Source: an optimization exercise on an open RTL-to-GDS flow (aim: small area). Production flows keep margins and buffers that such runs may drop.
The RTL was checked by simulation tests, not by an equivalence proof against the original design.
The flow treats the clock pin as an ideal source, which a real chip does not have.
No activity file was given, so power comes from the tool's default toggle rates.

$ cat flow/config.mk
export PLATFORM = sky130hd
export DESIGN_NAME = cpuCore
export DESIGN_NICKNAME = cpuCore
export VERILOG_FILES = /design/flow/design.v
export SDC_FILE = /design/flow/constraint.sdc
export NUM_CORES = 4
export LEC_CHECK = 0
export ABC_AREA = 1
export CAP_MARGIN = 20
export CORE_MARGIN = 2
export CORE_UTILIZATION = 60
export SLEW_MARGIN = 20
$ cat flow/constraint.sdc
create_clock -name core_clock -period 6.0 [get_ports {clk}]
set_input_delay 1.2000 -clock core_clock [delete_from_list [all_inputs] [get_ports {clk}]]
set_output_delay 1.2000 -clock core_clock [all_outputs]
set_load 0.01 [all_outputs]
$ cat flow/design.v
`timescale 1ns/1ns
module cpuCore (
  input  logic        clk,
  input  logic        rstN,
  input  logic        instrValid,
  input  logic [15:0] instr,
  output logic [20:0] wb,
  output logic        hlt
);
  localparam logic [3:0] OpNop = 4'd7;
  logic [3:0]  op1, op2;    
  logic [11:0] f1, f2;      
  logic [3:0]  a2;          
  logic        halted;
  logic        accept;
  assign accept = rstN && instrValid && !halted;
  always_ff @(posedge clk) begin
    op1 <= accept ? instr[15:12] : OpNop;
    f1  <= instr[11:0];
    op2 <= rstN ? op1 : OpNop;
    f2  <= f1;
    a2  <= (op1 == 4'd10) ? f1[11:8] : f1[7:4];
    if (!rstN) begin
      halted <= 1'b0;
    end else if (accept && (instr[15:12] == 4'hf)) begin
      halted <= 1'b1;
    end
  end
  assign hlt = halted && (op1 != 4'hf) && (op2 != 4'hf);
  logic [3:0]  rd, rt;
  logic [7:0]  imm;
  logic [15:0] regs [0:15];
  logic [15:0] opA, opB, res;
  logic        writes;
  assign rd  = f2[11:8];
  assign rt  = f2[3:0];
  assign imm = f2[7:0];
  assign opA = regs[a2];
  assign opB = regs[rt];
  logic        sub;
  logic [15:0] opBx, sum, gen, prop;
  logic [15:0] pg, pp;      
  logic [16:0] carry;
  assign sub  = op2[0];
  assign opBx = opB ^ {16{sub}};
  always_comb begin
    gen  = opA & opBx;
    prop = opA ^ opBx;
    pg   = gen;
    pp   = prop;
    pg[0] = gen[0] | (prop[0] & sub);
    for (int l = 1; l <= 4; l++) begin
      for (int j = (1 << l) - 1; j < 16; j += (1 << l)) begin
        pg[j] = pg[j] | (pp[j] & pg[j - (1 << (l - 1))]);
        pp[j] = pp[j] & pp[j - (1 << (l - 1))];
      end
    end
    for (int l = 3; l >= 1; l--) begin
      for (int j = (1 << l) + (1 << (l - 1)) - 1; j < 16; j += (1 << l)) begin
        pg[j] = pg[j] | (pp[j] & pg[j - (1 << (l - 1))]);
        pp[j] = pp[j] & pp[j - (1 << (l - 1))];
      end
    end
    carry[0] = sub;
    for (int i = 0; i < 16; i++) begin
      carry[i + 1] = pg[i];
    end
    sum = prop ^ carry[15:0];
  end
  logic        left;
  logic [15:0] shIn, shOut, shRes;
  assign left = (op2[1:0] == 2'd0);
  always_comb begin
    for (int i = 0; i < 16; i++) begin
      shIn[i] = left ? opA[15 - i] : opA[i];
    end
    shOut = 16'($signed({op2[1] & opA[15], shIn}) >>> rt);
    for (int i = 0; i < 16; i++) begin
      shRes[i] = left ? shOut[15 - i] : shOut[i];
    end
  end
  logic selLd, selSh, selLg, selAdd;
  assign selLd  = rstN && op2[3];
  assign selSh  = rstN && !op2[3] && op2[2];
  assign selLg  = rstN && !op2[3] && !op2[2] && op2[1];
  assign selAdd = rstN && !op2[3] && !op2[2] && !op2[1];
  always_comb begin
    res = ({16{selLd}}  & (op2[0] ? {{8{imm[7]}}, imm} : {imm, opA[7:0]}))   
        | ({16{selSh}}  & shRes)                                             
        | ({16{selLg}}  & (op2[0] ? ~(opA | opB) : (opA & opB)))             
        | ({16{selAdd}} & sum);                                              
  end
  assign writes = (op2 <= 4'd6) || (op2 == 4'd10) || (op2 == 4'd11);
  always_ff @(posedge clk) begin
    if (!rstN) begin
      wb[20] <= 1'b0;
    end else begin
      wb[20] <= writes;
    end
    wb[19:0] <= {rd, res};
    for (int i = 0; i < 16; i++) begin
      if (!rstN || (writes && (rd == i[3:0]))) begin
        regs[i] <= res;
      end
    end
  end
endmodule
$ cat flow/flow/run.sh
#!/bin/bash
# Standard ORFS layout; synthesis differs only in its combinational mapping:
# ABC's script (flow/abc.script via flow/synth.tcl) and no full-adder cells.
set -euo pipefail
W=$PWD
bash standard.sh SYNTH_SCRIPT=$W/flow/synth.tcl ADDER_MAP_FILE= finish > $W/run_make.log 2>&1
$ cat flow/flow/abc.script
strash; &get -n; &st; &dch; &nf -R 1000; &put
$ cat flow/flow/synth.tcl
# The standard synthesis script, with only ABC's mapping script replaced
# (abc.script beside this file). Registers, their names and cell types are
# left exactly as the standard synthesis makes them.
set my_abc_script [file join [file dirname [file normalize [info script]]] abc.script]
if {![file exists $my_abc_script]} {
  error "missing $my_abc_script"
}
proc synth {args} { yosys synth -nofsm -noshare {*}$args }
proc abc {args} {
  set i [lsearch -exact $args -script]
  if {$i >= 0} {
    set args [lreplace $args [expr {$i + 1}] [expr {$i + 1}] $::my_abc_script]
  }
  yosys abc {*}$args
}
source $::env(SCRIPTS_DIR)/synth.tcl
# left out here: clear keep_hierarchy, flatten, clean up, hide names made inside functions, write 1_2_yosys.v
$ cat flow/standard.sh
#!/bin/bash
# synth_recipe.tcl (not shown) runs the flow's synth.tcl, then flattens the netlist and writes it again
# the make line also repeats each setting of config.mk as NAME=value (left out here)
make -C /OpenROAD-flow-scripts/flow DESIGN_CONFIG=/design/flow/config.mk WORK_HOME=/design/flow/orfs CLKGATE_MAP_FILE= SYNTH_SCRIPT=/design/flow/synth_recipe.tcl "${@:-finish}"
==> flow_summary.toml, run 1 <==
[clock_tree]
root_buffer = "clkbuf_16"
cts_made_buffers = 34
cts_hold_buffers = 0
clkTransAtPathRegs_ns = 0.06
clk_latency_ns = 0.52
clock_path_buffers = 3
clock_sinks = 314
cts_tree = "built"
postCtsSetupRepairBufs = 0
cts_max_level = 2
cts_resized = 0

[sta]
min_period_ns = 5.553
rsz0062_at_grt = "false"
setup_tns_ns = 0
worstMarginPinSlew_ns = 1.194
setup_viol = 0
fin_worst_skew_ns = 0.03131
fmax_ghz = 0.1801
slew_viol_final = 0
hold_viol = 0
slew_headroom = 0.2039
finalCritPeriodShare = 0.9254

[critical_path]
path_class = "reg2reg"
critPathLaunchType = "flip-flop"
cp_max_fo = 17
endpoint_kind = "flip-flop"
critPathRequiredTime_ns = 6.03
worstPathArrival_ns = 5.58
r2r_slack_ns = 0.45

[floorplanning]
die-area_um2 = 24570
fp-row-count = 55
fp.dieW_um = 156.7
die_y_um = 156.7
initial_core_util = 0.6145
pin_count = 41
fp.coreArea_um2 = 22780

[yosys]
syn_area_um2 = 14000
syn_area_per_cell_um2 = 11.85
synthArstFlopShare = 0
synthesis.nets = 1200
ys_seq_area_frac = 0.6322
synthFlopType = "edfxtp_1"
synth_top_area_frac = 0.5492
yosys_warnings = 2
synth_edf_count = 256
synthCells = 1181
synth_area_leaders = "edfxtp_1 55%, a22oi_1 9.0%, dfxtp_1 8.3%"
yosys.area.top_type = "edfxtp_1"
ys_ff_latch = 314
synth.distinct_cells = 41

[grt]
grt_overflow_total = 0
grt_pass1_vias = 10780
grtUsageTotal = 0.3578
grt_max_degree = 39
grt_first_pass_wirelength_mm = 64.86
antenna_found_initial = 0

[placement]
placed_cell_area_um2 = 15370
portBuffers = 40
place_inst = 1600
place.gp.congestion = 1.025
dp_hpwl_mm = 29.53

[run]
cap_violations = 0

[routing]
drtIter0Drc = 2066
wl_mm = 43.53
route.detailed.drc = 0
vias = 11540
first_pass_iters = 8
routed_via_density = 6.944
wl_per_cell_um = 26.19
final_antenna_net_count = 0

[finish]
layout_common_cells = "256 x edfxtp_1, 167 x a22oi_1, 132 x nand2_1"
syn2layout_area_growth_pct = 18.20
final_cells = 1662
design_area_um2 = 16540
antenna_cells = 0
final_common_cell = "edfxtp_1"
drive_gt1_frac = 0.1016
fin_nets = 1342

[worst_hold_path]
hp-class = "reg2reg"

[power]
leakage_nw = 5.858
vdd_ir_drop_max_v = 0.0004096
power_density_nw_per_um2 = 348.5

[outcome]
status = "timing/DRC/antenna clean"
stage by stage:
| step | setup WS [ns] | power, mW | hold WS [ns] | util |
|---|---|---|---|---|
| floorplan | 1.207 | 3.303 | 0.3096 | - |
| global placement | 0.7065 | 3.640 | 0.3138 | 0.6747 |
| detailed placement | 0.6225 | 3.648 | 0.3190 | 0.6750 |
| CTS | 0.5876 | 5.743 | 0.3399 | 0.7254 |
| global route | 0.09874 | 5.947 | 0.3556 | 0.7263 |
| finish | 0.4475 | 5.765 | 0.3393 | 0.7263 |
where the power goes:
part           total, mW  internal (mW)  switching [mW]
clock network       2.12           1.27           0.849
logic              0.881          0.303           0.578
registers           2.76           2.64           0.125
kinds of logic (layout without fill, tap and decap cells):
kind of cell / Yosys count / after routing / share of synthesized area
and+or+nand+nor: 389 / 389 / 0.1260
AOI/OAI and AO/OA: 404 / 404 / 0.1986
buffers and inverters: 15 / 183 / 0.004022
DFF: 314 / 314 / 0.6322
adders and majority gates: 2 / 2 / 0.001430
xor gates and xnor gates: 39 / 39 / 0.02440
muxes: 18 / 18 / 0.01341
state kept, by name (all words and copies together) (netlist names):
name,cells
halted,1
regs,256
op1,4
op2,4
f1,12
f2,12
a2,4
wb,21
metal layers:
layer,share of wire,vias to the layer above,global-route usage,routed length [um]
met4,0.046,0,0.1586,1986
met5,0,-,0,0
met1,0.39,5483,0.5038,16850
met3,0.12,147,0.06757,5197
li1,-,5042,-,-
met2,0.45,869,0.5455,19490
worst max-delay path: stages (launching register included):
cell and delay [ns]:
dfxtp_1 0.31, or2_0 0.40, nor3_2 0.70, buf_4 0.31
a21oi_1 0.06, nand4_1 0.09, o22ai_1 0.14, xnor2_1 0.29
xnor2_1 0.14, nand2b_1 0.18, o21ai_0 0.20, a31oi_1 0.24
o21ai_0 0.50, nand4_1 0.13, and3_1 0.24, maj3_1 0.38
xnor2_1 0.14, nand2_1 0.07, nand4_1 0.52
final cells by class:
cell class	count	area, um2
Tap cell	313	391.6
Clock inverter	15	175.2
Sequential cell	314	8848
Clock buffer	47	972.2
Timing Repair Buffer	106	895.9
Fill cell	1592	6233
Multi-Input combinational cell	852	5205
Inverter	15	56.30
cells in the mapped netlist (2+ instances only):
master / instances
or3_1: 2
nand3_1: 43
o22ai_1: 7
xnor2_1: 31
a22o_1: 6
a21oi_1: 63
nand2_1: 132
nand2b_1: 14
o21a_1: 5
o21ai_0: 81
a31oi_1: 4
or2_0: 11
edfxtp_1: 256
and2_0: 7
nand3b_1: 4
nor2_1: 108
mux2_1: 6
xor2_1: 8
a22oi_1: 167
a211o_1: 2
o211ai_1: 9
a222oi_1: 33
maj3_1: 2
nand4_1: 40
clkinv_1: 15
nor3_1: 20
nor2b_1: 3
and3_1: 3
a221oi_1: 15
mux2i_1: 12
dfxtp_1: 58
a211oi_1: 5
path summary, 6_finish.rpt:
path,startpoint,endpoint,depth (start not counted)
worst max register to register,f2[3],regs[2][13],18
worst min-delay path,f1[3],f2[3],0
worst max-delay path,f2[3],regs[2][13],18
worst min register to register,f1[3],f2[3],0
==> run 2, diff against run 1 <==
--- a/flow/config.mk
+++ b/flow/config.mk
@@ -8,5 +8,6 @@
 export ABC_AREA = 1
 export CAP_MARGIN = 20
 export CORE_MARGIN = 2
-export CORE_UTILIZATION = 60
+export CORE_UTILIZATION = 72
+export PLACE_DENSITY = 0.8
 export SLEW_MARGIN = 20
==> run 2 against run 1 <==
Still clean; via count grew 13%; non-clock buffer count up 3; routed wire length rose by 16%; sequential share of layout area grew 0.17 points; clock-buffer cell count fell by 6; worst hold slack worse by 0.0049 ns; combinational power increased by 6.7%; synthesized area unchanged; die area decreased by 16%; global-route usage rose by 14 points; critical endpoint is now regs[2][14]; largest cell class unchanged.
==> flow_summary.toml, run 2 <==
[clock_tree]
clk_latency_ns = 0.59
cts_hold_buffers = 0
clkTransAtPathRegs_ns = 0.06
cts_max_level = 1
clock_sinks = 314
cts_tree = "built"
cts_made_buffers = 31
clock_path_buffers = 3
root_buffer = "clkbuf_16"

[sta]
fin_worst_skew_ns = 0.02945
setup_viol = 0
fmax_ghz = 0.1756
min_period_ns = 5.696
worst_slack_ns = 0.3040
rsz0062_at_grt = "false"
worstMarginPinSlew_ns = 1.226
finalCritPeriodShare = 0.9493
slew_viol_final = 0
hold_viol = 0
slew_headroom = 0.1782
setup_tns_ns = 0

[finish]
reg_top3 = "regs x256, wb x21"
largest_reg_flops = 256
final_common_cell = "edfxtp_1"
fin_nets = 1342
layout_common_cells = "256 x edfxtp_1, 167 x a22oi_1, 132 x nand2_1"
drive_gt1_frac = 0.1009
fillers = 876
syn2layout_area_growth_pct = 17.82
antenna_cells = 0
regMostFlops = "regs"

[power]
power_frac_seq = 0.474
finalPower_mw = 5.896
p_int_mw = 4.235
switching_share = 0.2818
power_density_nw_per_um2 = 357.5
power_frac_comb = 0.160
leakage_nw = 5.872
p_switching_mw = 1.661
vdd_ir_drop_max_v = 0.0003853
clock_power_share = 0.367

[routing]
wl_mm = 50.45
routed_via_density = 8.075
route.detailed.drc = 0
final_antenna_net_count = 0
drtIter0Drc = 3003
vias = 12980
wl_per_cell_um = 31.37
first_pass_iters = 15

[critical_path]
rr_startpoint = "f2[2]"
r2r_slack_ns = 0.30
critPathLaunchType = "flip-flop"
r2r_cells = 18
cp_cell_sequence = "nand2b_1, nor2_1, buf_4, a22oi_1, nand4_1, nor3_1, nor2_1, xnor2_1, xor2_1, and2_0, nand2_1, o21ai_0, nand4_1, and3_1, o211ai_1, xnor2_1, a21oi_1, nand2_1"
path_class = "reg2reg"
r2r-end = "regs[2][14]"
endpoint_kind = "flip-flop"
cpPeakStageDelay_ns = 0.68
cp_max_fo = 21
critPathRequiredTime_ns = 6.13
worstPathArrival_ns = 5.83
slowest_stage = "dfxtp_1"

[outcome]
status = "timing/DRC/antenna clean"

[placement]
dp_hpwl_mm = 29.56
place.gp.congestion = 1.053
portBuffers = 40
dp_slack_ns = 0.3454

[yosys]
yosysMostFrequentCell = "edfxtp_1"
synthCells = 1181
synth_fa_ha_area_frac = 0.001430
synth_edf_count = 256
ys_seq_area_frac = 0.6322
yosys_warnings = 2
synthFlopType = "edfxtp_1"
ys_top_cells_by_count = "256 x edfxtp_1, 167 x a22oi_1, 132 x nand2_1"
synthesis.nets = 1200
ys_ff_latch = 314
syn_area_per_cell_um2 = 11.85
synthArstFlopShare = 0
synth.distinct_cells = 41
syn_area_um2 = 14000
synth_area_leaders = "edfxtp_1 55%, a22oi_1 9.0%, dfxtp_1 8.3%"
synthXorXnorAreaFrac = 0.02440
synthSimpleGateAreaFrac = 0.1259
synthMuxAreaShare = 0.01341
synth_top_area_frac = 0.5492
synth-compound-area-share = 0.1986
synth_top_family_by_area = "compound AO/OA/AOI/OAI gates"
yosys.area.top_type = "edfxtp_1"

[worst_hold_path]
hold_end = "f2[1]"
hold_depth = 0
hp-class = "reg2reg"
hold_start = "f1[1]"

[floorplanning]
die-area_um2 = 20570
die_y_um = 143.4
pin_count = 41
initial_core_util = 0.7409
fp-row-count = 50
fp.dieW_um = 143.4
fp.coreArea_um2 = 18890

[grt]
grtUsageTotal = 0.4985
antenna_found_initial = 0
grt_overflow_total = 0
grt_first_pass_wirelength_mm = 74.97
grt_max_degree = 39
grt_pass1_vias = 12320

[run]
cap_violations = 0
==> run 2: cell types whose count changed in the layout (fill, tap and decap cells not counted), moves of 2 or more <==
cell and change:
bufinv_16 +4, buf_4 +3, clkinvlp_4 -3, clkbuf_16 -4, clkbuf_8 -3, o21ai_2 -2
o21ai_4 +2, clkinv_2 +2, clkbuf_1 +2
==> run 2: what timing repair did <==
action                                 CTS  global route
buffers inserted                         0             1
resized for setup                        0             1
setup endpoints to repair                0            66
endpoints found under the hold margin    0             0
==> run 2: cell families after synthesis <==
| family | Yosys count |
|---|---|
| buffers and inverters | 15 |
| AOI/OAI and AO/OA | 404 |
| xor gates and xnor gates | 39 |
| muxes | 18 |
| DFF | 314 |
| adders and majority gates | 2 |
| and+or+nand+nor | 389 |
==> run 2: layer usage <==
layer | share of wire | GRT usage
met2 | 0.43 | 0.7371
met3 | 0.18 | 0.1633
met4 | 0.088 | 0.3055
met1 | 0.30 | 0.6443
met5 | 0 | 0
==> run 2: power groups by stage <==
stage / clock, mW / sequential, mW / combinational (mW)
after floorplan: 0 / 2.77 / 0.536
after global placement: 0 / 2.79 / 0.842
after detailed placement: 0 / 2.80 / 0.860
after CTS: 2.13 / 2.77 / 0.884
after global routing: 2.21 / 2.80 / 0.986
final: 2.16 / 2.79 / 0.940
==> run 2: cell type report <==
type                            count  area [um2]  area share
Clock buffer                       41       833.3     0.05053
Clock inverter                     17       281.5     0.01707
Multi-Input combinational cell    852        5229      0.3170
Tap cell                          260       325.3     0.01973
Inverter                           15       56.30    0.003414
Timing Repair Buffer              109       918.4     0.05569
Sequential cell                   314        8848      0.5365
==> run 2: worst max-delay path by stage <==
stage                from            to  slack [ns]  cells after the start
detailed placement  f2[2]  regs[15][10]        0.35                     17
finish              f2[2]   regs[2][14]        0.30                     18
global placement    f2[2]  regs[11][10]        0.78                     17
CTS                 f2[2]   regs[3][10]        0.32                     17
floorplan           f2[1]   regs[0][15]        1.21                     19
global route        f2[3]  regs[11][14]        0.05                     20
==> run 2: critical path: cells and delay by family, from the launching register on <==
kind / cells / cell delay, ns
XOR/XNOR: 3 / 0.68
AO/OA/AOI/OAI: 4 / 1.01
AND/OR/NAND/NOR: 10 / 2.56
buffers and inverters: 1 / 0.29
flip-flops: 1 / 0.68
==> run 2: stage by stage <==
stage	instances	util	area, um2	hold slack (ns)
after global placement	1549	0.8107	15320	0.3108
after detailed placement	1549	0.8111	15320	0.3197
after floorplan	1181	-	14000	0.3096
after CTS	1607	0.8701	16440	0.3401
after global routing	1608	0.8729	16490	0.3417
final	1608	0.8729	16490	0.3344
==> run 3, diff against run 2 <==
==> flow/flow/run.sh (replaced) <==
#!/bin/bash
# Standard ORFS layout with three changes:
#  - synthesis maps combinational logic with flow/abc.script (flow/synth.tcl)
#    and without full-adder cells; registers are left as the standard synthesis
#    makes them;
#  - port buffers use the smallest buffer cell;
#  - clock tree: smaller buffers, no dummy loads.
set -euo pipefail
W=$PWD
bash standard.sh SYNTH_SCRIPT=$W/flow/synth.tcl ADDER_MAP_FILE= \
  "BUFFER_PORTS_ARGS=-buffer_cell sky130_fd_sc_hd__buf_1" \
  "CTS_ARGS=-sink_clustering_enable -repair_clock_nets -dont_use_dummy_load -buf_list {sky130_fd_sc_hd__clkbuf_4 sky130_fd_sc_hd__clkbuf_8}" \
  finish > $W/run_make.log 2>&1
--- a/flow/config.mk
+++ b/flow/config.mk
@@ -6,8 +6,8 @@
 export NUM_CORES = 4
 export LEC_CHECK = 0
 export ABC_AREA = 1
-export CAP_MARGIN = 20
+export CAP_MARGIN = 5
 export CORE_MARGIN = 2
 export CORE_UTILIZATION = 72
 export PLACE_DENSITY = 0.8
-export SLEW_MARGIN = 20
+export SLEW_MARGIN = 5
==> run 3 against run 2 <==
Worst setup slack better by 0.084 ns; first-iteration DRC count is 15% lower; sequential share of layout area is 2.8 points higher; critical path depth is 1 lower; non-clock buffer count is 3 lower; largest power group unchanged; highest routed layer unchanged.
==> flow_summary.toml, run 3 <==
[finish]
fillers = 1090
largest_reg_flops = 256
regMostFlops = "regs"
drive_gt1_frac = 0.09827
antenna_cells = 0
final_common_cell = "edfxtp_1"
fin_util = 0.8301
fin_nets = 1354
layout_common_cells = "256 x edfxtp_1, 167 x a22oi_1, 132 x nand2_1"
syn2layout_area_growth_pct = 12.05
reg_top3 = "regs x256, wb x21"

[critical_path]
cpPeakStageDelay_ns = 0.71
critPathRequiredTime_ns = 6.10
r2r_slack_ns = 0.39
crit_path_start = "f2[2]"
r2r-end = "regs[0][14]"
critical_path_depth = 17
critPathLaunchType = "flip-flop"
worstPathArrival_ns = 5.71
r2r_cells = 17
endpoint_kind = "flip-flop"
cp_cell_sequence = "or2_0, nor2_1, a222oi_1, nand3_1, or3_1, o21ai_0, xnor2_1, nor2_1, maj3_1, a31oi_1, o21ai_0, nand4_1, and3_1, o211ai_1, xnor2_1, a21oi_1, nand2_1"
rr_startpoint = "f2[2]"
critPathCapture = "regs[0][14]"
critPathTopFamily = "simple AND/OR/NAND/NOR gates"
critPathBufInv = 0
path_class = "reg2reg"
slowest_stage = "dfxtp_1"
cp_max_fo = 21

[grt]
grt_use_met2 = 0.6787
grt_first_pass_wirelength_mm = 65.38
grtUsageTotal = 0.4309
grt_busiest_layer = "met2"
grtUsageMet1 = 0.5993
grt_max_degree = 39
antenna_found_initial = 0
grt_use_met3 = 0.08031
grt_pass1_vias = 11300
grt_overflow_total = 0

[power]
vdd_ir_drop_max_v = 0.0003518
leakage_nw = 5.530
power_density_nw_per_um2 = 320.2

[clock_tree]
clock_path_buffers = 3
clkTransAtPathRegs_ns = 0.06
clock_sinks = 314
clk_latency_ns = 0.56
cts_made_buffers = 46
cts_hold_buffers = 0
root_buffer = "clkbuf_8"
cts_tree = "built"
cts_max_level = 2

[sta]
worst_slack_ns = 0.3878
slew_headroom = 0.08203
slew_viol_final = 0
setup_viol = 0
fin_worst_skew_ns = 0.05311
hold_viol = 0
worstMarginPinSlew_ns = 1.377
setup_tns_ns = 0
min_period_ns = 5.612
rsz0062_at_grt = "false"
finalCritPeriodShare = 0.9354
hold_slack_ns = 0.3386
fmax_ghz = 0.1782

[yosys]
syn_area_um2 = 14000
synthCells = 1181
synthesis.nets = 1200
synth_area_leaders = "edfxtp_1 55%, a22oi_1 9.0%, dfxtp_1 8.3%"
ys_ff_latch = 314
syn_area_per_cell_um2 = 11.85
synth_edf_count = 256
yosys_warnings = 2
synth_top_area_frac = 0.5492
yosysMostFrequentCell = "edfxtp_1"
ys_top_cells_by_count = "256 x edfxtp_1, 167 x a22oi_1, 132 x nand2_1"
synthArstFlopShare = 0
yosys.area.top_type = "edfxtp_1"
ys_seq_area_frac = 0.6322
synthFlopType = "edfxtp_1"
synth.distinct_cells = 41

[routing]
first_pass_iters = 14
drtIter0Drc = 2549
route.detailed.drc = 0
wl_mm = 43.63
vias = 12040
routed_via_density = 7.557
final_antenna_net_count = 0
wl_per_cell_um = 27.39

[floorplanning]
die_y_um = 143.4
fp.dieW_um = 143.4
fp.coreArea_um2 = 18890
initial_core_util = 0.7409
pin_count = 41
die-area_um2 = 20570
fp-row-count = 50

[run]
cap_violations = 0

[placement]
portBuffers = 40
place.gp.congestion = 1.033
dp_slack_ns = 0.4859
dp_hpwl_mm = 28.89

[worst_hold_path]
hp-class = "reg2reg"
hold_depth = 0

[outcome]
status = "timing/DRC/antenna clean"
-- run 3: cell counts after synthesis --
No cell type changed its count.
-- run 3: cell type report --
class	count	area, um2	area share
Timing Repair Buffer	106	645.6	0.04116
Multi-Input combinational cell	852	5175	0.3300
Sequential cell	314	8848	0.5642
Clock buffer	46	633.1	0.04037
Inverter	15	56.30	0.003590
Tap cell	260	325.3	0.02074
-- run 3: power breakdown --
group          total (mW)  switching [mW]  internal [mW]
logic               0.862           0.586          0.276
registers            2.78           0.137           2.64
clock network        1.38           0.708          0.676
total                5.02            1.43           3.59
-- run 3: kinds of logic (layout without fill, tap and decap cells) --
group	count (synthesis)	in the layout	share of synthesized area
compound gates	404	404	0.1986
xor+xnor	39	39	0.02440
fa+ha+maj	2	2	0.001430
buf+inv	15	167	0.004022
flops	314	314	0.6322
mux	18	18	0.01341
simple gates	389	389	0.1260
-- run 3: metrics by stage --
| step | power, mW | instances | area, um2 |
|---|---|---|---|
| global route | 5.167 | 1593 | 15680 |
| CTS | 4.960 | 1590 | 15660 |
| detailed placement | 3.611 | 1544 | 15030 |
| finish | 5.021 | 1593 | 15680 |
| global placement | 3.589 | 1544 | 15030 |
| floorplan | 3.303 | 1181 | 14000 |
-- run 3: how the worst min path moves through the flow --
stage | start | end | slack [ns]
6_report | f1[1] | f2[1] | 0.34
4_1_cts | f1[3] | f2[3] | 0.34
3_5_place_dp | f1[2] | f2[2] | 0.32
5_1_grt | f1[1] | f2[1] | 0.35
2_1_floorplan | f1[0] | f2[0] | 0.31
3_3_place_gp | f1[3] | f2[3] | 0.31
-- run 3: timing repair --
action / 4_1_cts / 5_1_grt
setup buffers: 0 / 3
setup endpoints to repair: 0 / 41
resized for setup: 0 / 0
-- run 3: routing by layer --
layer  vias up  part of all wire
met5         -                 0
met4         0             0.053
met3       229              0.15
met2      1261              0.45
met1      5512              0.34
li1       5036                 -
==> run 4, diff against run 3 <==
--- a/flow/design.v
+++ b/flow/design.v
@@ -10,7 +10,6 @@
   localparam logic [3:0] OpNop = 4'd7;
   logic [3:0]  op1, op2;    
   logic [11:0] f1, f2;      
-  logic [3:0]  a2;          
   logic        halted;
   logic        accept;
   assign accept = rstN && instrValid && !halted;
@@ -19,7 +18,6 @@
     f1  <= instr[11:0];
     op2 <= rstN ? op1 : OpNop;
     f2  <= f1;
-    a2  <= (op1 == 4'd10) ? f1[11:8] : f1[7:4];
     if (!rstN) begin
       halted <= 1'b0;
     end else if (accept && (instr[15:12] == 4'hf)) begin
@@ -35,7 +33,7 @@
   assign rd  = f2[11:8];
   assign rt  = f2[3:0];
   assign imm = f2[7:0];
-  assign opA = regs[a2];
+  assign opA = regs[(op2 == 4'd10) ? rd : f2[7:4]];
   assign opB = regs[rt];
   logic        sub;
   logic [15:0] opBx, sum, gen, prop;
@@ -87,7 +85,7 @@
   always_comb begin
     res = ({16{selLd}}  & (op2[0] ? {{8{imm[7]}}, imm} : {imm, opA[7:0]}))   
         | ({16{selSh}}  & shRes)                                             
-        | ({16{selLg}}  & (op2[0] ? ~(opA | opB) : (opA & opB)))             
+        | ({16{selLg}}  & (op2[0] ? (prop & ~opA) : gen))                    
         | ({16{selAdd}} & sum);                                              
   end
   assign writes = (op2 <= 4'd6) || (op2 == 4'd10) || (op2 == 4'd11);
--- a/flow/config.mk
+++ b/flow/config.mk
@@ -8,6 +8,5 @@
 export ABC_AREA = 1
 export CAP_MARGIN = 5
 export CORE_MARGIN = 2
-export CORE_UTILIZATION = 72
-export PLACE_DENSITY = 0.8
+export CORE_UTILIZATION = 55
 export SLEW_MARGIN = 5
==> run 4 against run 3 <==
Largest cell class unchanged; flip-flop and latch count down 4; sequential share of layout area down 1.9 points; critical endpoint is now regs[2][15]; register-to-register slack worse by 0.05 ns.
==> flow_summary.toml, run 4 <==
[clock_tree]
cts_max_level = 2
postCtsSetupRepairBufs = 0
clock_path_buffers = 3
clock_sinks = 310
root_buffer = "clkbuf_8"
cts_made_buffers = 49
clk_latency_ns = 0.57
cts_hold_buffers = 0
cts_tree = "built"
clkTransAtPathRegs_ns = 0.05

[yosys]
synth_edf_count = 256
synthSimpleGateAreaFrac = 0.1151
synth_top_family_by_area = "compound AO/OA/AOI/OAI gates"
synth_top_area_frac = 0.5538
ys_top_cells_by_count = "256 x edfxtp_1, 140 x a22oi_1, 97 x nand2_1"
synth_fa_ha_area_frac = 0.002884
syn_area_per_cell_um2 = 12.13
yosys_warnings = 2
synthArstFlopShare = 0
synthesis.nets = 1163
synthFlopType = "edfxtp_1"
ys_seq_area_frac = 0.6316
ys_ff_latch = 310
yosys.area.top_type = "edfxtp_1"
synth.distinct_cells = 43
synthCells = 1144
yosysMostFrequentCell = "edfxtp_1"
syn_area_um2 = 13880
synth_area_leaders = "edfxtp_1 55%, dfxtp_1 7.8%, a22oi_1 7.6%"
synthMuxAreaShare = 0.01514
synth-compound-area-share = 0.2051
synthXorXnorAreaFrac = 0.02524

[sta]
setup_viol = 0
rsz0062_at_grt = "false"
slew_headroom = 0.1282
min_period_ns = 5.661
setup_tns_ns = 0
fmax_ghz = 0.1766
finalCritPeriodShare = 0.9436
hold_viol = 0
slew_viol_final = 0
worstMarginPinSlew_ns = 1.308
fin_worst_skew_ns = 0.05333
hold_slack_ns = 0.3233

[critical_path]
cp_max_fo = 17
endpoint_kind = "flip-flop"
rr_startpoint = "op2[2]"
r2r_cells = 25
slowest_stage = "a221oi_1"
r2r-end = "regs[2][15]"
path_class = "reg2reg"
critPathRequiredTime_ns = 6.27
critical_path.most_common_cell = "buf_4"
worstPathArrival_ns = 5.94
r2r_slack_ns = 0.34
cpPeakStageDelay_ns = 0.39
critPathLaunchType = "flip-flop"

[power]
p_int_mw = 3.653
leakage_nw = 5.674
power_frac_comb = 0.182
finalPower_mw = 5.105
vdd_ir_drop_max_v = 0.0002298
p_switching_mw = 1.452
power_frac_seq = 0.536
switching_share = 0.2845
power_density_nw_per_um2 = 317.1
clock_power_share = 0.282

[worst_hold_path]
hold_start = "f1[7]"
hold_depth = 0
hold_end = "f2[7]"
hp-class = "reg2reg"

[finish]
largest_reg_flops = 256
final_common_cell = "edfxtp_1"
regMostFlops = "regs"
fin_util = 0.6449
drive_gt1_frac = 0.1322
layout_common_cells = "256 x edfxtp_1, 140 x a22oi_1, 97 x nand2_1"
reg_top3 = "regs x256, wb x21"
fin_nets = 1352
antenna_cells = 0
fillers = 1998
syn2layout_area_growth_pct = 15.97
design_area_um2 = 16100

[floorplanning]
pin_count = 41
initial_core_util = 0.5561
die-area_um2 = 26530
die_y_um = 162.9
fp-row-count = 58
fp.dieW_um = 162.9
fp.coreArea_um2 = 24960

[placement]
dp_hpwl_mm = 32.43
placed_cell_area_um2 = 15340
portBuffers = 40
place.gp.congestion = 0.9863

[routing]
wl_mm = 47.33
vias = 11650
final_antenna_net_count = 0
wl_per_cell_um = 28.50
route.detailed.drc = 0
routed_via_density = 7.013
drtIter0Drc = 2121
first_pass_iters = 9

[grt]
grt_overflow_total = 0
grtUsageTotal = 0.3578
grt_pass1_vias = 11110
grt_max_degree = 50
antenna_found_initial = 0
grt_first_pass_wirelength_mm = 69.25

[outcome]
status = "timing/DRC/antenna clean"

[run]
cap_violations = 0
[run 4: cell count changes after synthesis, sizes merged, moves of 7 or more]
| cell | before | now |
|---|---|---|
| o22ai | 7 | 21 |
| a22oi | 167 | 140 |
| nor2 | 108 | 96 |
| a222oi | 33 | 40 |
| nand2 | 132 | 97 |
| mux2i | 12 | 21 |
[run 4: metrics by stage]
step | setup WS, ns | cells
CTS | 0.04183 | 1661
finish | 0.3386 | 1661
detailed placement | -0.1237 | 1612
global route | 0.01750 | 1661
floorplan | 0.02676 | 1144
global placement | 0.02373 | 1612
[run 4: routing by layer]
layer	vias to the layer above	track usage	routed length [um]
li1	5023	-	-
met1	5560	0.5068	18280
met2	895	0.5333	20910
met3	170	0.07385	5672
met4	0	0.1661	2468
met5	-	0	0
[run 4: power by group through the flow]
stage / clock (mW) / sequential [mW] / combinational (mW)
after floorplan: 0 / 2.73 / 0.524
after global placement: 0 / 2.76 / 0.881
after detailed placement: 0 / 2.76 / 0.886
after CTS: 1.46 / 2.72 / 0.889
after global routing: 1.54 / 2.75 / 0.999
final: 1.44 / 2.73 / 0.932
[run 4: how the worst max path moves through the flow]
stage / slack (ns) / startpoint / cells after the start / end
3_5_place_dp: -0.12 / op2[2] / 25 / regs[15][15]
2_1_floorplan: 0.03 / op2[0] / 20 / regs[0][15]
5_1_grt: 0.02 / op2[2] / 28 / regs[2][15]
6_report: 0.34 / op2[2] / 25 / regs[2][15]
3_3_place_gp: 0.02 / op2[2] / 25 / regs[12][15]
4_1_cts: 0.04 / op2[2] / 25 / regs[2][15]
[run 4: repair_timing]
action	CTS	global route
gates cloned	0	0
endpoints found under the setup margin	32	85
gates resized for setup	3	14
pin swaps	0	1
[run 4: cell families after synthesis]
| group | count (synthesis) |
|---|---|
| and+or+nand+nor | 342 |
| buffers and inverters | 18 |
| adders and majority gates | 4 |
| AOI/OAI and AO/OA | 409 |
| DFF | 310 |
| muxes | 21 |
| xor gates and xnor gates | 40 |
[run 4: critical path, delay by kind of cell, from the launching register on]
kind	cells	cell delay, ns
compound gates	6	1.88
fa+ha+maj	1	0.23
buf+inv	5	0.84
xor+xnor	2	0.37
simple gates	10	1.46
flops	1	0.33
mux	1	0.25
[run 4: area by class of cell]
| class | count | area [um2] | share of cell area |
|---|---|---|---|
| Multi-Input combinational cell | 816 | 5189 | 0.3223 |
| Tap cell | 330 | 412.9 | 0.02565 |
| Inverter | 18 | 67.56 | 0.004197 |
| Timing Repair Buffer | 138 | 985.9 | 0.06124 |
| Clock buffer | 49 | 674.4 | 0.04189 |
| Sequential cell | 310 | 8770 | 0.5447 |
==> run 5, diff against run 4 <==
--- a/flow/design.v
+++ b/flow/design.v
@@ -10,6 +10,7 @@
   localparam logic [3:0] OpNop = 4'd7;
   logic [3:0]  op1, op2;    
   logic [11:0] f1, f2;      
+  logic [3:0]  a2;          
   logic        halted;
   logic        accept;
   assign accept = rstN && instrValid && !halted;
@@ -18,6 +19,7 @@
     f1  <= instr[11:0];
     op2 <= rstN ? op1 : OpNop;
     f2  <= f1;
+    a2  <= (op1 == 4'd10) ? f1[11:8] : f1[7:4];
     if (!rstN) begin
       halted <= 1'b0;
     end else if (accept && (instr[15:12] == 4'hf)) begin
@@ -33,7 +35,7 @@
   assign rd  = f2[11:8];
   assign rt  = f2[3:0];
   assign imm = f2[7:0];
-  assign opA = regs[(op2 == 4'd10) ? rd : f2[7:4]];
+  assign opA = regs[a2];
   assign opB = regs[rt];
   logic        sub;
   logic [15:0] opBx, sum, gen, prop;
==> flow/flow/run.sh (replaced) <==
#!/bin/bash
# Standard ORFS layout with three changes:
#  - synthesis maps combinational logic with flow/abc.script (flow/synth.tcl)
#    and without full-adder cells; registers are left as the standard synthesis
#    makes them;
#  - port buffers use the smallest buffer cell;
#  - clock tree: clkbuf_8 only, larger sink clusters, no dummy loads.
set -euo pipefail
W=$PWD
bash standard.sh SYNTH_SCRIPT=$W/flow/synth.tcl ADDER_MAP_FILE= \
  "BUFFER_PORTS_ARGS=-buffer_cell sky130_fd_sc_hd__buf_1" \
  "CTS_ARGS=-sink_clustering_enable -repair_clock_nets -dont_use_dummy_load -buf_list {sky130_fd_sc_hd__clkbuf_8} -sink_clustering_size 16 -sink_clustering_max_diameter 100" \
  finish > $W/run_make.log 2>&1
--- a/flow/config.mk
+++ b/flow/config.mk
@@ -8,5 +8,5 @@
 export ABC_AREA = 1
 export CAP_MARGIN = 5
 export CORE_MARGIN = 2
-export CORE_UTILIZATION = 55
+export CORE_UTILIZATION = 60
 export SLEW_MARGIN = 5
==> run 5 against run 4 <==
Highest routed layer unchanged; core utilization up 3.6 points; still clean; register-to-register slack better by 0.18 ns; critical endpoint is now regs[3][15]; non-clock buffer count down 20; critical path type unchanged.
==> flow_summary.toml, run 5 <==
[placement]
place_inst = 1555
place.gp.congestion = 0.9932
portBuffers = 40
dp_hpwl_mm = 30.94
dp_slack_ns = 0.7328

[sta]
min_period_ns = 5.485
rsz0062_at_grt = "false"
finalCritPeriodShare = 0.9141
worstMarginPinSlew_ns = 1.343
fmax_ghz = 0.1823
setup_viol = 0
hold_slack_ns = 0.3356
worst_slack_ns = 0.5151
slew_viol_final = 0
hold_viol = 0
setup_tns_ns = 0
fin_worst_skew_ns = 0.02229
slew_headroom = 0.1045

[power]
p_int_mw = 3.249
p_switching_mw = 1.342
switching_share = 0.2923
clock_power_share = 0.214
power_frac_seq = 0.599
power_density_nw_per_um2 = 296.8
power_frac_comb = 0.188
leakage_nw = 5.422
vdd_ir_drop_max_v = 0.0002538

[finish]
layout_common_cells = "256 x edfxtp_1, 126 x a22oi_1, 98 x nor2_1"
largest_reg_flops = 256
regMostFlops = "regs"
antenna_cells = 0
fin_nets = 1314
syn2layout_area_growth_pct = 10.92
final_common_cell = "edfxtp_1"
reg_top3 = "regs x256, wb x21"
fillers = 1734
final_cells = 1578
drive_gt1_frac = 0.09590

[yosys]
syn_area_per_cell_um2 = 12.11
synth_top_area_frac = 0.5512
ys_seq_area_frac = 0.6344
synth_area_leaders = "edfxtp_1 55%, dfxtp_1 8.3%, a22oi_1 6.8%"
yosys.area.top_type = "edfxtp_1"
synth_edf_count = 256
synth.distinct_cells = 40
synthesis.nets = 1171
synthCells = 1152
syn_area_um2 = 13950
synthFlopType = "edfxtp_1"
yosysMostFrequentCell = "edfxtp_1"
ys_ff_latch = 314
synthArstFlopShare = 0
yosys_warnings = 2
ys_top_cells_by_count = "256 x edfxtp_1, 126 x a22oi_1, 98 x nor2_1"

[grt]
antenna_found_initial = 0
grt_max_degree = 34
grtUsageTotal = 0.3885
grt_first_pass_wirelength_mm = 69.00
grt_pass1_vias = 10980
grt_overflow_total = 0

[clock_tree]
cts_max_level = 1
clock_path_buffers = 3
clk_latency_ns = 0.58
root_buffer = "clkbuf_8"
clkTransAtPathRegs_ns = 0.10
cts_hold_buffers = 0
postCtsSetupRepairBufs = 0
cts_made_buffers = 23
cts_tree = "built"
clock_sinks = 314
cts_resized = 0

[critical_path]
critPathLaunchType = "flip-flop"
critPathRequiredTime_ns = 6.32
rr_startpoint = "f2[2]"
path_class = "reg2reg"
cp_max_fo = 19
worstPathArrival_ns = 5.80
crit_path_start = "f2[2]"
endpoint_kind = "flip-flop"

[floorplanning]
fp.dieW_um = 156.5
pin_count = 41
die-area_um2 = 24480
fp.coreArea_um2 = 22710
die_y_um = 156.5
initial_core_util = 0.6142
fp-row-count = 55

[routing]
final_antenna_net_count = 0
routed_via_density = 7.447
wl_per_cell_um = 30.00
wl_mm = 47.35
first_pass_iters = 8
route.detailed.drc = 0
vias = 11750
drtIter0Drc = 2241

[outcome]
status = "timing/DRC/antenna clean"

[worst_hold_path]
hold_start = "f1[3]"
hp-class = "reg2reg"

[run]
cap_violations = 0
[run 5: cell types whose count changed after synthesis, sizes merged, moves of 5 or more]
| cell | before | now |
|---|---|---|
| a21oi | 65 | 87 |
| a22oi | 140 | 126 |
| nand3 | 42 | 29 |
| a221oi | 19 | 31 |
| mux2i | 21 | 14 |
| clkinv | 18 | 12 |
| o21a | 3 | 9 |
| o21ai | 75 | 81 |
| xnor2 | 34 | 28 |
| nor3 | 15 | 20 |
[run 5: kinds of logic (layout without fill, tap and decap cells)]
family	Yosys count	after routing	synth area share
AOI/OAI and AO/OA	434	434	0.2127
and+or+nand+nor	334	334	0.1111
DFF	314	314	0.6344
xor gates and xnor gates	38	38	0.02386
muxes	18	18	0.01328
buffers and inverters	12	153	0.003229
adders and majority gates	2	2	0.001435
[run 5: path summary, 6_finish.rpt]
path | to | slack [ns] | cells past startpoint
max | regs[3][15] | 0.52 | 19
min | f2[3] | 0.34 | 0
max reg2reg | regs[3][15] | 0.52 | 19
min reg2reg | f2[3] | 0.34 | 0
[run 5: stage by stage]
stage / utilization / cell area (um2) / power, mW
floorplan: - / 13950 / 3.285
global placement: 0.6673 / 15150 / 3.609
detailed placement: 0.6673 / 15150 / 3.619
CTS: 0.6812 / 15470 / 4.553
global route: 0.6812 / 15470 / 4.739
finish: 0.6812 / 15470 / 4.591
[run 5: critical path: stages, from the launching register on]
cell      delay, ns
dfxtp_1        0.75
or2_0          0.21
buf_4          0.17
nor2_1         0.19
a222oi_1       0.54
nand3_1        0.15
or3_1          0.34
o21ai_0        0.19
xnor2_1        0.21
nor2_1         0.12
maj3_1         0.39
a31oi_1        0.35
o31ai_1        0.23
a31oi_1        0.27
o221ai_1       0.19
nor2b_1        0.18
or3_1          0.35
nand3_1        0.09
nand3_1        0.07
buf_4          0.20
[run 5: final cells by class]
cell class                      instances  area (um2)  area share
Tap cell                              285       356.6     0.02305
Sequential cell                       314        8848      0.5720
Multi-Input combinational cell        826        5167      0.3340
Timing Repair Buffer                  118       735.7     0.04756
Inverter                               12       45.04    0.002912
Clock buffer                           23       316.6     0.02046
[run 5: metal layers]
| metal | vias up | part of all wire | track usage |
|---|---|---|---|
| met5 | - | 0 | 0 |
| met4 | 0 | 0.060 | 0.1844 |
| met3 | 224 | 0.14 | 0.09083 |
| met2 | 1031 | 0.44 | 0.5991 |
| met1 | 5535 | 0.35 | 0.5253 |
| li1 | 4962 | - | - |
[run 5: power by group through the flow]
stage / logic (mW) / registers (mW) / clock network [mW]
final: 0.861 / 2.75 / 0.982
after detailed placement: 0.830 / 2.79 / 0
after global routing: 0.918 / 2.77 / 1.05
after floorplan: 0.520 / 2.76 / 0
after CTS: 0.834 / 2.74 / 0.978
after global placement: 0.826 / 2.78 / 0
==> run 6, diff against run 5 <==
--- a/flow/config.mk
+++ b/flow/config.mk
@@ -9,4 +9,5 @@
 export CAP_MARGIN = 5
 export CORE_MARGIN = 2
 export CORE_UTILIZATION = 60
+export GPL_TIMING_DRIVEN = 0
 export SLEW_MARGIN = 5
==> run 6 against run 5 <==
Routed wire length decreased by 3.9%; largest cell class unchanged; critical path depth fell by 2; cell area rose by 1.8%.
==> flow_summary.toml, run 6 <==
[critical_path]
critPathRequiredTime_ns = 6.19
endpoint_kind = "flip-flop"
worstPathArrival_ns = 5.89
critPathLaunchType = "flip-flop"
path_class = "reg2reg"
cp_max_fo = 17

[finish]
regMostFlops = "regs"
final_common_cell = "edfxtp_1"
layout_common_cells = "256 x edfxtp_1, 126 x a22oi_1, 96 x nand2_1"
fillers = 1666
syn2layout_area_growth_pct = 12.89
drive_gt1_frac = 0.1103
largest_reg_flops = 256
fin_nets = 1290
antenna_cells = 0
reg_top3 = "regs x256, wb x21"
final_cells = 1554

[clock_tree]
clock_path_buffers = 3
clkTransAtPathRegs_ns = 0.10
cts_made_buffers = 23
cts_max_level = 1
clock_sinks = 314
cts_tree = "built"
cts_resized = 5
clk_latency_ns = 0.57
cts_hold_buffers = 0
root_buffer = "clkbuf_8"
postCtsSetupRepairBufs = 0

[floorplanning]
initial_core_util = 0.6142
fp-row-count = 55
fp.dieW_um = 156.5
die_y_um = 156.5
pin_count = 41
fp.coreArea_um2 = 22710
die-area_um2 = 24480

[placement]
place.gp.congestion = 0.9245
dp_slack_ns = -0.9844
place_inst = 1530
dp_hpwl_mm = 31.16
portBuffers = 40

[sta]
slew_headroom = 0.2997
worstMarginPinSlew_ns = 1.044
rsz0062_at_grt = "false"
hold_viol = 0
worst_slack_ns = 0.2948
setup_viol = 0
finalCritPeriodShare = 0.9509
slew_viol_final = 0
fin_worst_skew_ns = 0.03475
min_period_ns = 5.705
fmax_ghz = 0.1753

[grt]
grt_max_degree = 42
grt_overflow_total = 0
grt_pass1_vias = 10820
antenna_found_initial = 0
grt_first_pass_wirelength_mm = 66.36
grtUsageTotal = 0.3730

[routing]
vias = 11310
routed_via_density = 7.280
drtIter0Drc = 1890
route.detailed.drc = 0
first_pass_iters = 7
final_antenna_net_count = 0
wl_mm = 45.50
wl_per_cell_um = 29.28

[power]
finalPower_mw = 4.585
leakage_nw = 5.420
vdd_ir_drop_max_v = 0.0003329
power_density_nw_per_um2 = 291.2

[yosys]
synthFlopType = "edfxtp_1"
yosys.area.top_type = "edfxtp_1"
ys_seq_area_frac = 0.6344
synthCells = 1152
synthesis.nets = 1171
synthArstFlopShare = 0
syn_area_per_cell_um2 = 12.11
synth_edf_count = 256
ys_top_cells_by_count = "256 x edfxtp_1, 126 x a22oi_1, 98 x nor2_1"
yosysMostFrequentCell = "edfxtp_1"
synth.distinct_cells = 40
synth_top_area_frac = 0.5512
syn_area_um2 = 13950
ys_ff_latch = 314
yosys_warnings = 2
synth_area_leaders = "edfxtp_1 55%, dfxtp_1 8.3%, a22oi_1 6.8%"

[worst_hold_path]
hp-class = "reg2reg"

[outcome]
status = "timing/DRC/antenna clean"

[run]
cap_violations = 0
## run 6: cell count changes in the layout (fill, tap and decap cells not counted), moves of 2 or more
cell,delta
dfxtp_2,+4
buf_6,+6
buf_4,-66
or2_1,+2
o21ai_1,-3
nor2_1,-23
dfxtp_1,-5
buf_16,+3
buf_8,+33
or2_0,-2
nor2_2,+22
o21ai_2,+4
## run 6: final timing paths
kind | startpoint | to | slack [ns] | depth (start not counted)
worst max-delay path | a2[3] | regs[12][15] | 0.29 | 17
worst min register to register | f1[2] | f2[2] | 0.33 | 0
worst max register to register | a2[3] | regs[12][15] | 0.29 | 17
worst min-delay path | f1[2] | f2[2] | 0.33 | 0
## run 6: worst max-delay path, cell delays in order, from the launching register on
cell and delay [ns]:
dfxtp_1 0.57, nand2b_1 0.23, nor3_2 0.67, buf_4 0.34, a22o_1 0.15, a221oi_1 0.06
nand4_1 0.25, a221oi_1 0.09, a21oi_1 0.58, xor2_1 0.21, a31oi_2 0.46, o31ai_2 0.20
a31oi_1 0.32, o221ai_1 0.22, nor2b_1 0.18, or3_1 0.35, nand3_1 0.10, nand3_2 0.32
## run 6: routing by layer
| metal | wire length (um) | track usage | vias to the layer above |
|---|---|---|---|
| met1 | 17240 | 0.5112 | 5441 |
| met3 | 5299 | 0.07062 | 139 |
| met4 | 2348 | 0.1918 | 0 |
| li1 | - | - | 4926 |
| met2 | 20610 | 0.5731 | 807 |
| met5 | 0 | 0 | - |
## run 6: through the flow
| stage | utilization | setup TNS [ns] | hold slack (ns) | cell area (um2) |
|---|---|---|---|---|
| 2_1_floorplan | - | 0 | 0.3096 | 13950 |
| 3_3_place_gp | 0.6365 | -274.81 | 0.3113 | 14450 |
| 3_5_place_dp | 0.6763 | -49.81 | 0.3121 | 15360 |
| 4_1_cts | 0.6907 | 0 | 0.3341 | 15690 |
| 5_1_grt | 0.6933 | 0 | 0.3367 | 15750 |
| 6_report | 0.6933 | 0 | 0.3325 | 15750 |
## run 6: area by class of cell
class                      count  area (um2)  share of cell area
timing repair buffer          94       885.9             0.05626
multi-input combinational    826        5280              0.3353
clock buffer                  23       316.6             0.02010
tap                          285       356.6             0.02265
inverter                      12       48.80            0.003099
sequential                   314        8857              0.5625
## run 6: cell families after synthesis
logic type | after synthesis | synth area share
AO/OA/AOI/OAI | 434 | 0.2127
AND/OR/NAND/NOR | 334 | 0.1111
flip-flops | 314 | 0.6344
XOR/XNOR | 38 | 0.02386
multiplexers | 18 | 0.01328
buffers and inverters | 12 | 0.003229
adder cells (fa/ha/maj) | 2 | 0.001435
## run 6: report_power, final
group	internal [mW]	switching, mW
registers	2.63	0.129
logic	0.281	0.574
clock network	0.344	0.629
==> run 7, diff against run 6 <==
==> flow/flow/run.sh (replaced) <==
#!/bin/bash
# Standard ORFS layout with these changes:
#  - synthesis maps combinational logic with flow/abc.script (flow/synth.tcl)
#    and without full-adder cells; registers are left as the standard synthesis
#    makes them;
#  - port buffers use the smallest buffer cell;
#  - clock tree: clkbuf_8 only, larger sink clusters, no dummy loads;
#  - the resizer's buffers are limited to buf_1 and buf_2 (flow/dontuse.tcl).
set -euo pipefail
W=$PWD
DU=$W/flow/dontuse.tcl
bash standard.sh SYNTH_SCRIPT=$W/flow/synth.tcl ADDER_MAP_FILE= \
  "BUFFER_PORTS_ARGS=-buffer_cell sky130_fd_sc_hd__buf_1" \
  "CTS_ARGS=-sink_clustering_enable -repair_clock_nets -dont_use_dummy_load -buf_list {sky130_fd_sc_hd__clkbuf_8} -sink_clustering_size 16 -sink_clustering_max_diameter 100" \
  PRE_GLOBAL_PLACE_TCL=$DU PRE_RESIZE_TCL=$DU PRE_CTS_TCL=$DU PRE_GLOBAL_ROUTE_TCL=$DU PRE_DETAIL_PLACE_TCL=$DU \
  finish > $W/run_make.log 2>&1
==> flow/flow/dontuse.tcl (new file) <==
# Keep the resizer's buffers small: it may use buf_1 and buf_2 only (the
# clock tree names its own buffer).
set_dont_use [get_lib_cells {sky130_fd_sc_hd__buf_4 sky130_fd_sc_hd__buf_6 sky130_fd_sc_hd__buf_8 sky130_fd_sc_hd__buf_12 sky130_fd_sc_hd__buf_16 sky130_fd_sc_hd__bufbuf_8 sky130_fd_sc_hd__bufbuf_16 sky130_fd_sc_hd__clkbuf_4 sky130_fd_sc_hd__clkbuf_16}]
--- a/flow/config.mk
+++ b/flow/config.mk
@@ -9,5 +9,4 @@
 export CAP_MARGIN = 5
 export CORE_MARGIN = 2
 export CORE_UTILIZATION = 60
-export GPL_TIMING_DRIVEN = 0
 export SLEW_MARGIN = 5
==> run 7 against run 6 <==
Worst setup slack better by 0.12 ns; non-clock buffer count is 42 higher; synthesized area unchanged; still clean.
==> flow_summary.toml, run 7 <==
[critical_path]
critPathRequiredTime_ns = 6.03
rr_startpoint = "a2[0]"
r2r_cells = 16
cp_max_fo = 17
path_class = "reg2reg"
r2r_slack_ns = 0.42
critPathLaunchType = "flip-flop"
worstPathArrival_ns = 5.62
r2r-end = "regs[2][11]"
endpoint_kind = "flip-flop"

[finish]
design_area_um2 = 15270
layout_common_cells = "256 x edfxtp_1, 126 x a22oi_1, 109 x buf_1"
final_common_cell = "edfxtp_1"
fillers = 1760
fin_util = 0.6722
fin_nets = 1332
largest_reg_flops = 256
drive_gt1_frac = 0.05568
antenna_cells = 0
reg_top3 = "regs x256, wb x21"
syn2layout_area_growth_pct = 9.456
regMostFlops = "regs"
final_cells = 1596

[routing]
drtIter0Drc = 1982
vias = 11610
first_pass_iters = 9
wl_per_cell_um = 28.08
final_antenna_net_count = 0
route.detailed.drc = 0
wl_mm = 44.82
routed_via_density = 7.275

[placement]
dp_slack_ns = 0.5896
dp_hpwl_mm = 32.06
place_inst = 1573
portBuffers = 40
place.gp.congestion = 1.034
placed_cell_area_um2 = 14950

[power]
finalPower_mw = 4.575
leakage_nw = 5.237
power_density_nw_per_um2 = 299.7
vdd_ir_drop_max_v = 0.0002308

[worst_hold_path]
hold_start = "f1[5]"
hold_end = "f2[5]"
hold_depth = 0
hp-class = "reg2reg"

[floorplanning]
fp-row-count = 55
die-area_um2 = 24480
pin_count = 41
fp.dieW_um = 156.5
initial_core_util = 0.6142
die_y_um = 156.5
fp.coreArea_um2 = 22710

[yosys]
yosys_warnings = 2
synthCells = 1152
ys_top_cells_by_count = "256 x edfxtp_1, 126 x a22oi_1, 98 x nor2_1"
synth_area_leaders = "edfxtp_1 55%, dfxtp_1 8.3%, a22oi_1 6.8%"
syn_area_per_cell_um2 = 12.11
synth.distinct_cells = 40
synthesis.nets = 1171
synthArstFlopShare = 0
synthFlopType = "edfxtp_1"
syn_area_um2 = 13950
ys_ff_latch = 314
yosys.area.top_type = "edfxtp_1"
synth_edf_count = 256
yosysMostFrequentCell = "edfxtp_1"
ys_seq_area_frac = 0.6344
synth_top_area_frac = 0.5512

[clock_tree]
clkTransAtPathRegs_ns = 0.11
postCtsSetupRepairBufs = 0
cts_made_buffers = 23
clock_sinks = 314
clk_latency_ns = 0.61
cts_resized = 0
cts_tree = "built"
cts_hold_buffers = 0

[sta]
rsz0062_at_grt = "false"
slew_headroom = 0.1807
slew_viol_final = 0
min_period_ns = 5.584
worst_slack_ns = 0.4162
hold_viol = 0
fmax_ghz = 0.1791
worstMarginPinSlew_ns = 1.229
fin_worst_skew_ns = 0.08268
finalCritPeriodShare = 0.9306
hold_slack_ns = 0.3384
setup_viol = 0
setup_tns_ns = 0

[grt]
grt_max_degree = 38
grt_overflow_total = 0
antenna_found_initial = 0
grt_first_pass_wirelength_mm = 66.51
grtUsageTotal = 0.3664
grt_pass1_vias = 10930

[run]
cap_violations = 0

[outcome]
status = "timing/DRC/antenna clean"
run 7: cell counts after synthesis:
No cell type changed its count.
run 7: cells by family after synthesis:
family	Yosys count	synth area share
mux	18	0.01328
compound gates	434	0.2127
fa+ha+maj	2	0.001435
simple gates	334	0.1111
flops	314	0.6344
buf+inv	12	0.003229
xor+xnor	38	0.02386
run 7: worst max-delay path by stage:
| stage | start | endpoint | slack (ns) | cells past startpoint |
|---|---|---|---|---|
| global placement | a2[2] | regs[13][15] | 0.71 | 16 |
| CTS | a2[0] | regs[2][11] | 0.54 | 16 |
| global route | a2[2] | regs[10][1] | 0.14 | 19 |
| floorplan | f2[1] | regs[0][15] | 1.03 | 18 |
| detailed placement | a2[2] | regs[13][15] | 0.59 | 16 |
| finish | a2[0] | regs[2][11] | 0.42 | 16 |
run 7: cell type report:
cell class / instances / area [um2] / share of cell area
inverter: 12 / 45.04 / 0.002951
sequential: 314 / 8848 / 0.5796
clock buffer: 23 / 316.6 / 0.02074
timing repair buffer: 136 / 544.3 / 0.03565
multi-input combinational: 826 / 5155 / 0.3377
tap: 285 / 356.6 / 0.02336
run 7: metal layers:
layer / wire length (um) / part of all wire / track usage / up-vias
met3: 5283 / 0.12 / 0.07256 / 147
li1: - / - / - / 5022
met5: 0 / 0 / 0 / -
met1: 17260 / 0.38 / 0.5163 / 5534
met2: 20480 / 0.46 / 0.5714 / 908
met4: 1802 / 0.040 / 0.1315 / 0
run 7: where the power goes:
group	internal [mW]	total [mW]	switching, mW
Combinational	0.261	0.836	0.575
Clock	0.344	0.978	0.634
Sequential	2.63	2.76	0.131
Total	3.24	4.58	1.34
run 7: critical path: stages, from the launching register on:
cell      delay, ns
dfxtp_1        0.60
nand2b_1       0.20
nor2_1         0.77
buf_2          0.39
a22oi_1        0.14
nand4_1        0.10
o22ai_1        0.23
mux2i_1        0.40
maj3_1         0.31
a31oi_1        0.16
o31ai_1        0.37
buf_1          0.21
a21oi_1        0.11
o21ai_0        0.25
xnor2_1        0.10
nand2_1        0.07
nand4_1        0.59
==> run 8, diff against run 7 <==
--- a/flow/design.v
+++ b/flow/design.v
@@ -68,16 +68,21 @@
     sum = prop ^ carry[15:0];
   end
   logic        left;
-  logic [15:0] shIn, shOut, shRes;
+  logic        fill;
+  logic [15:0] shSt [0:4];
+  logic [15:0] shRes;
   assign left = (op2[1:0] == 2'd0);
+  assign fill = op2[1] & opA[15];
   always_comb begin
-    for (int i = 0; i < 16; i++) begin
-      shIn[i] = left ? opA[15 - i] : opA[i];
+    shSt[0] = opA;
+    for (int k = 0; k < 4; k++) begin
+      for (int i = 0; i < 16; i++) begin
+        shSt[k + 1][i] = (!rt[k] & shSt[k][i])
+                       | (rt[k] & left & ((i >= (1 << k)) ? shSt[k][(i - (1 << k)) & 15] : 1'b0))
+                       | (rt[k] & !left & ((i + (1 << k) <= 15) ? shSt[k][(i + (1 << k)) & 15] : fill));
+      end
     end
-    shOut = 16'($signed({op2[1] & opA[15], shIn}) >>> rt);
-    for (int i = 0; i < 16; i++) begin
-      shRes[i] = left ? shOut[15 - i] : shOut[i];
-    end
+    shRes = shSt[4];
   end
   logic selLd, selSh, selLg, selAdd;
   assign selLd  = rstN && op2[3];
==> run 8 against run 7 <==
Critical path type unchanged; die area is 0.28% lower; flip-flop and latch count unchanged; via count rose by 0.76%; clock power barely moved; cell count shrank 1.3%; synthesized area down 0.29%; still clean on timing, DRC and antenna; critical path depth increased by 6.
==> flow_summary.toml, run 8 <==
[outcome]
status = "timing/DRC/antenna clean"

[sta]
hold_viol = 0
fmax_ghz = 0.1747
rsz0062_at_grt = "false"
worstMarginPinSlew_ns = 1.232
min_period_ns = 5.726
worst_slack_ns = 0.2745
finalCritPeriodShare = 0.9543
setup_viol = 0
slew_headroom = 0.1789
slew_viol_final = 0
fin_worst_skew_ns = 0.05620

[critical_path]
r2r_cells = 22
r2r-end = "regs[9][15]"
worstPathArrival_ns = 6.10
rr_startpoint = "f2[2]"
cp_cell_sequence = "clkinv_1, nand2_1, nor3_2, a22o_1, a221oi_1, nand4_1, o22ai_1, mux2i_1, maj3_1, o21ai_0, buf_1, and4_1, nor4_1, o31ai_1, buf_2, nand3_1, o211ai_1, a21oi_1, xnor2_1, nand2_1, nand4_1, buf_2"
critPathLaunchType = "flip-flop"
cpPeakStageDelay_ns = 0.64
endpoint_kind = "flip-flop"
cp_max_fo = 17
critPathRequiredTime_ns = 6.37
slowest_stage = "dfxtp_1"
r2r_slack_ns = 0.27
path_class = "reg2reg"

[grt]
grt_overflow_total = 0
antenna_found_initial = 0
grtUsageTotal = 0.3708
grt_first_pass_wirelength_mm = 66.72
grt_pass1_vias = 11060
grt_max_degree = 45

[finish]
antenna_cells = 0
fin_nets = 1312
largest_reg_flops = 256
drive_gt1_frac = 0.06352
reg_top3 = "regs x256, wb x21"
layout_common_cells = "256 x edfxtp_1, 112 x buf_1, 94 x nand2_1"
regMostFlops = "regs"
final_cells = 1576
final_common_cell = "edfxtp_1"
fillers = 1721
syn2layout_area_growth_pct = 9.843

[routing]
wl_mm = 45.10
first_pass_iters = 9
route.detailed.drc = 0
wl_per_cell_um = 28.62
final_antenna_net_count = 0
wl_met2_mm = 20.55
vias = 11700
top_layer = "met4"
routed_via_density = 7.423
wl_met1_mm = 16.94
dr_wl_met3_mm = 5.252
drtIter0Drc = 2019

[yosys]
synth_fa_ha_area_frac = 0.001439
syn_area_um2 = 13910
ys_ff_latch = 314
synth.distinct_cells = 41
synthXorXnorAreaFrac = 0.02330
synthArstFlopShare = 0
synthesis.nets = 1144
synthCells = 1125
synth-compound-area-share = 0.2265
synthFlopType = "edfxtp_1"
yosys.area.top_type = "edfxtp_1"
yosys_warnings = 3
synthSimpleGateAreaFrac = 0.1043
ys_top_cells_by_count = "256 x edfxtp_1, 94 x nand2_1, 81 x a22oi_1"
yosysMostFrequentCell = "edfxtp_1"
syn_area_per_cell_um2 = 12.36
synth_area_leaders = "edfxtp_1 55%, dfxtp_1 8.3%, a22oi_1 4.4%"
synth_top_family_by_area = "compound AO/OA/AOI/OAI gates"
synthMuxAreaShare = 0.003959
synth_top_area_frac = 0.5528
synth_edf_count = 256
ys_seq_area_frac = 0.6363

[placement]
place.gp.congestion = 0.9985
place_inst = 1547
dp_hpwl_mm = 32.10
dp_slack_ns = 0.02792
portBuffers = 40

[clock_tree]
cts_made_buffers = 23
clk_latency_ns = 0.59
clock_sinks = 314
cts_tree = "built"
cts_hold_buffers = 0
clkTransAtPathRegs_ns = 0.11

[power]
leakage_nw = 5.120
switching_share = 0.2908
power_density_nw_per_um2 = 297.5
p_switching_mw = 1.322
power_frac_seq = 0.602
clock_power_share = 0.216
power_frac_comb = 0.182
vdd_ir_drop_max_v = 0.0002987
p_int_mw = 3.223

[floorplanning]
fp.coreArea_um2 = 22710
fp-row-count = 55
initial_core_util = 0.6124
pin_count = 41
die_y_um = 156.2
fp.dieW_um = 156.2
die-area_um2 = 24410

[worst_hold_path]
hold_end = "f2[2]"
hp-class = "reg2reg"
hold_start = "f1[2]"
hold_depth = 0

[run]
cap_violations = 0
-- run 8: cell families (layout without fill, tap and decap cells) --
family,after synthesis,count (layout)
muxes,5,5
adders and majority gates,2,2
AOI/OAI and AO/OA,446,446
buffers and inverters,16,182
and+or+nand+nor,305,305
xor gates and xnor gates,37,37
DFF,314,314
-- run 8: layer usage --
layer	global-route usage	vias up
li1	-	5015
met1	0.5082	5578
met2	0.5821	943
met5	0	-
met4	0.1726	0
met3	0.06536	163
-- run 8: power groups by stage --
stage | Sequential, mW | Combinational, mW | Clock, mW
floorplan | 2.74 | 0.514 | 0
global placement | 2.77 | 0.792 | 0
detailed placement | 2.78 | 0.797 | 0
CTS | 2.73 | 0.800 | 0.984
global route | 2.75 | 0.890 | 1.05
finish | 2.74 | 0.827 | 0.981
-- run 8: layout make-up --
cell class | count | area [um2] | area share
clock buffers | 23 | 316.6 | 0.02072
inverters | 16 | 60.06 | 0.003932
multi-input cells | 795 | 5116 | 0.3349
flip-flops and latches | 314 | 8851 | 0.5794
well taps | 285 | 356.6 | 0.02334
repair buffers | 143 | 575.6 | 0.03768
-- run 8: how the worst max path moves through the flow --
stage                from           end  slack, ns
global route        a2[3]   regs[9][15]      0.003
global placement    f2[3]  regs[15][15]      -0.05
CTS                 f2[3]  regs[15][11]       0.16
detailed placement  f2[3]   regs[9][15]       0.03
finish              f2[2]   regs[9][15]       0.27
floorplan           f2[3]   regs[0][11]       0.91
-- run 8: timing repair --
item	4_1_cts	5_1_grt
setup endpoints to repair	32	101
gates resized for setup	0	3
setup buffers	2	4
-- run 8: metrics by stage --
stage / util / instance area, um2 / total power, mW / hold slack [ns] / setup TNS (ns)
6_report: 0.6727 / 15280 / 4.545 / 0.3259 / 0
5_1_grt: 0.6727 / 15280 / 4.692 / 0.3365 / 0
4_1_cts: 0.6716 / 15250 / 4.514 / 0.3279 / 0
3_5_place_dp: 0.6572 / 14920 / 3.576 / 0.3135 / 0
3_3_place_gp: 0.6572 / 14920 / 3.566 / 0.3096 / -0.8320
2_1_floorplan: - / 13910 / 3.257 / 0.3096 / 0
-- run 8: worst max-delay path: cells and delay by family (launching register included) --
| kind | cells | cell delay (ns) |
|---|---|---|
| compound gates | 7 | 1.95 |
| simple gates | 8 | 1.19 |
| buf+inv | 4 | 0.94 |
| flops | 1 | 0.64 |
| fa+ha+maj | 1 | 0.45 |
| mux | 1 | 0.17 |
| xor+xnor | 1 | 0.16 |

[static timing again, ports no longer ideal]
Ports are ideal in the flow. The routed layouts listed here were re-timed in OpenROAD. Step 1: set_driving_cell puts a clkbuf_16 on clk and a buf_2 on each other input, an assumption about the parent block. Step 2 also shifts input and output timing later by t, the mid clock arrival at the registers, as if the neighbouring blocks saw the same clock. Slacks: ideal / step 1 / step 2; pairs: ideal / step 1.
run	t (ns)	setup slack, ns	worst hold slack (ns)	worst data-port slew with drivers (ns)
run 1	0.558	0.447 / 0.447 / 0.447	0.339 / 0.339 / 0.339	0.04
run 2	0.628	0.304 / 0.304 / 0.304	0.334 / 0.334 / 0.334	0.05
run 3	0.576	0.388 / 0.388 / 0.388	0.339 / 0.339 / 0.339	0.04
run 4	0.593	0.339 / 0.339 / 0.339	0.323 / 0.323 / 0.323	0.03
run 5	0.616	0.515 / 0.515 / 0.515	0.336 / 0.336 / 0.336	0.03
run 6	0.597	0.295 / 0.295 / 0.295	0.333 / 0.333 / 0.333	0.03
run 7	0.615	0.416 / 0.416 / 0.416	0.338 / 0.338 / 0.338	0.04
run 8	0.605	0.274 / 0.274 / 0.274	0.326 / 0.326 / 0.326	0.04
After both steps every run listed still meets setup and hold.
